What follows belongs to an exercise in optimizing a design on an open flow for small area, a short achievable clock period and few clock cycles per item; a production flow would make more cautious choices. Where RTL was checked, it was by simulation tests only, not by an equivalence proof against the original.

Setup of job 101:
==> flow/design.v (excerpt) <==
module qubit_measure (
    input  logic               clk,
    input  logic               rst,
    input  logic               in_valid,
    output logic               in_ready,
    input  logic signed [15:0] in_alpha,
    input  logic signed [15:0] in_beta,
    output logic               out_valid,
    input  logic               out_ready,
    output logic               out_bit,
    output logic [15:0]        out_alpha,
    output logic [15:0]        out_beta,
    output logic               out_err
);
    localparam int LAT = 4;           
    localparam int D   = 6;           
    logic        acc, take, push, res_bit, res_err;
    logic [15:0] lfsr_q, lfsr_nx;
    logic [15:0] a_q, b_q;
    logic [4:1] v_q;
    logic [31:0] p0_d, t_d;
    logic [47:0] xa, xb;
    assign lfsr_nx = lfsr_q[0] ? ((lfsr_q >> 1) ^ 16'hB400) : (lfsr_q >> 1);
    always_ff @(posedge clk) begin
        if (rst) lfsr_q <= 16'hACE1;
        else     lfsr_q <= lfsr_nx;
    end
    logic [15:0] rs0;
    assign rs0 = lfsr_q[0] ? ((lfsr_q >> 1) ^ 16'hB400) : (lfsr_q >> 1);
  ...
Size: ~2500 cells after synthesis, about 72 I/O pins.
export LEC_CHECK = 0
export CAP_MARGIN = 20
export CORE_MARGIN = 2
export CORE_UTILIZATION = 40
export CTS_CLUSTER_SIZE = 60
export SLEW_MARGIN = 20
export SYNTH_HIERARCHICAL = 1
export SYNTH_MINIMUM_KEEP_SIZE = 0
create_clock -name core_clock -period 11.0 [get_ports {clk}]
standard.sh (not shown) runs the stock make flow with config.mk's settings and CLKGATE_MAP_FILE= SYNTH_SCRIPT=/design/flow/synth_recipe.tcl, a recipe that flattens the netlist after the stock synthesis.
==> flow/flow/run.sh <==
#!/bin/bash
# The standard layout (standard.sh) with timing repair aiming for extra
# setup slack, so that the achieved period is short. The clock period and
# constraints stay the design's.
set -euo pipefail
export SETUP_SLACK_MARGIN=7.6
export POST_SYNTH_TCL="$(pwd)/flow/downsize.tcl"
bash standard.sh > standard.log 2>&1
==> flow/flow/downsize.tcl <==
# Run after synthesis (POST_SYNTH_TCL): set every combinational cell that
# synthesis gave a drive strength above 1 to its drive-1 variant. The timing
# repair later sizes up what the critical paths need. Registers keep their
# cell type and size.
set n 0
foreach inst [get_cells *] {
  set m [get_property $inst ref_name]
  if {[regexp {^(sky130_fd_sc_hd__[a-z0-9]+)_([0-9]+)$} $m -> base sz] && $sz > 1} {
    if {[regexp {df|dl|sdf|edf|conb|clkbuf|clkinv|clkdly|tap|fill|decap} $base]} { continue }
    set cand "${base}_1"
    if {[llength [get_lib_cells -quiet */$cand]] > 0} {
      replace_cell $inst $cand
      incr n
    }
  }
}
puts "downsize: $n cells set to drive strength 1"
Looking at the reports, job 101 completed the entire flow and the layout it produced met the timing, design-rule and antenna checks.
### job 101 -> job 102
diff --git a/flow/config.mk b/flow/config.mk
--- a/flow/config.mk
+++ b/flow/config.mk
@@ -9,5 +9,6 @@
 export CORE_MARGIN = 2
 export CORE_UTILIZATION = 40
-export CTS_CLUSTER_SIZE = 60
+export CTS_CLUSTER_DIAMETER = 100
+export CTS_CLUSTER_SIZE = 20
 export SLEW_MARGIN = 20
 export SYNTH_HIERARCHICAL = 1
Notes after the runs:
Delta (job 102 minus job 101): routed wire length went down; clock tree buffer count of the final layout lower.
Job 102: core utilization lower than job 101
Summary of the comparison: share of final-layout standard cells stronger than drive strength 1 is lower in job 102, relative to job 101.
Fraction of the cycle the final worst path needs: job 102 vs job 101 up 0.17 points
Job 102 finished all stages; the layout is clean.
No functional check of the RTL was part of any run of this note.

========
## v23
Another version of the RTL of qubit_measure (not shown whole).
Size in the first run: roughly 2,500 cells after synthesis, about 72 I/O pins, roughly 27,000 µm² of cells after synthesis.
clock: 11.0 ns
lec_check: 0
cap_margin: 20
core_margin: 2
core_utilization: 40
cts_buf_list: sky130_fd_sc_hd__clkbuf_8
cts_cluster_diameter: 100
cts_cluster_size: 15
place_density: 0.75
slew_margin: 20
synth_hierarchical: 1
synth_minimum_keep_size: 0
==> flow/flow/run.sh <==
#!/bin/bash
set -euo pipefail
export SETUP_SLACK_MARGIN=7.6
export POST_SYNTH_TCL="$(pwd)/flow/downsize.tcl"
bash standard.sh > standard.log 2>&1
Scripts as last shown in full above: flow/flow/downsize.tcl
v23 ended with every stage complete and zero timing, DRC or antenna violations.
[inputs] v30 vs v23
- a deleted CTS_BUF_LIST that had been sky130_fd_sc_hd__clkbuf_8
- a change of CTS_CLUSTER_SIZE from 15 to 20
- v30 completed every stage of the flow, and the final layout passed the timing, design-rule and antenna checks.
- Looking at path length in cells of the critical path, v30 sits 1 higher than v23 does.
- In the tables for v23 and v30, non-clock buffer instance count of the final layout reads lower with v23.
- Taking v23 as the reference, in v30 via count now larger, worst hold slack shows a reduction of 4.0 ps, mean number of vias per cell comparable, share of the clock period used by the worst path picked up an extra 0.31 points.
- The utilization of v30 is higher than that of v23.
Function was not checked in any run of this note: the RTL went through the layout flow alone.

========
== main ==
Another version of the RTL of qubit_measure (not shown whole).
Size: ~29000 µm² of cells after synthesis.
## qubit_measure
module qubit_measure (
    input  logic               clk,
    input  logic               rst,
    input  logic               in_valid,
    output logic               in_ready,
    input  logic signed [15:0] in_alpha,
    input  logic signed [15:0] in_beta,
    output logic               out_valid,
    input  logic               out_ready,
    output logic               out_bit,
    output logic [15:0]        out_alpha,
    output logic [15:0]        out_beta,
    output logic               out_err
);
Settings: LEC_CHECK=0, CAP_MARGIN=20, CORE_MARGIN=2, CORE_UTILIZATION=40, CTS_CLUSTER_DIAMETER=100, CTS_CLUSTER_SIZE=20, SLEW_MARGIN=20, SYNTH_HIERARCHICAL=1, SYNTH_MINIMUM_KEEP_SIZE=0; clock period 11.0 ns.
==> flow/flow/run.sh <==
#!/bin/bash
set -euo pipefail
export SETUP_SLACK_MARGIN=8.0
export POST_SYNTH_TCL="$(pwd)/flow/downsize.tcl"
bash standard.sh > standard.log 2>&1
Scripts as last shown in full above: flow/flow/downsize.tcl
main ran to completion and came out clean on the timing, design-rule and antenna checks.
Testbench counts of main, summed over its fixed seeds: cycles 2,088, items 2,048.
Input-level comparison between the feature branch and main:
==> flow/flow/run.sh <==
#!/bin/bash
set -euo pipefail
export SETUP_SLACK_MARGIN=7.6
export POST_SYNTH_TCL="$(pwd)/flow/downsize.tcl"
bash standard.sh > standard.log 2>&1
### Flow results
- The feature branch ran to completion and came out clean on the timing, design-rule and antenna checks.
- The feature branch ends up with a clock-cell share of area that is 0.23 points higher than in main.
- Looking only at global-route usage, and setting everything else aside, the lower value of the feature branch and main goes to the feature branch.
- When the final numbers for the feature branch and main were put side by side, the final weighted congestion of routability-driven global placement turned out to be greater in the feature branch.
- main has higher placement-stage cell area than the feature branch.
- In the feature branch the worst setup slack turned out 34 ps higher than in main.
- Max HPWL after detailed placement across the feature branch and main: main
- Status: clock-pin slew reported for the worst setup and hold paths after clock tree synthesis parity (the feature branch, main)
- Changes observed in the feature branch relative to main: pin count of the biggest net entering global routing saw an increase, sequential portion of the cell area climbed 2.2 points.

re-timing with driven ports:
Ports are ideal in the flow. The routed layouts listed here were re-timed in OpenROAD.
Step 1, drivers: a clkbuf_16 drives clk and a buf_2 each remaining input, both assumed.
Step 2 also shifts input and output timing later by t, the mid clock arrival at the registers, as if the neighbouring blocks saw the same clock.
a / b / c = ideal / step 1 / step 2; a / b = the first two.
run | shift t [ns] | setup WS [ns] | clock arrival spread, ns | worst register clock-pin slew, ns | worst data-port slew with drivers (ns)
job 101 | 0.631 | 7.428 / 7.428 / 7.247 | 0.031 / 0.031 | 0.07 / 0.07 | 0.04
job 102 | 0.647 | 7.408 / 7.408 / 7.261 | 0.024 / 0.024 | 0.09 / 0.09 | 0.03
v23 | 0.718 | 7.431 / 7.431 / 7.116 | 0.035 / 0.035 | 0.11 / 0.11 | 0.05
v30 | 0.619 | 7.397 / 7.397 / 7.187 | 0.014 / 0.014 | 0.09 / 0.09 | 0.05
main | 0.651 | 7.595 / 7.557 / 7.532 | 0.025 / 0.026 | 0.09 / 0.09 | 0.04
the feature branch | 0.645 | 7.629 / 7.568 / 7.064 | 0.021 / 0.021 | 0.09 / 0.09 | 0.04
After both steps setup and hold are still met in every run listed. The setup slack of the feature branch, which loses most, moves by -0.061 ns with the drivers and by -0.565 ns with both steps.
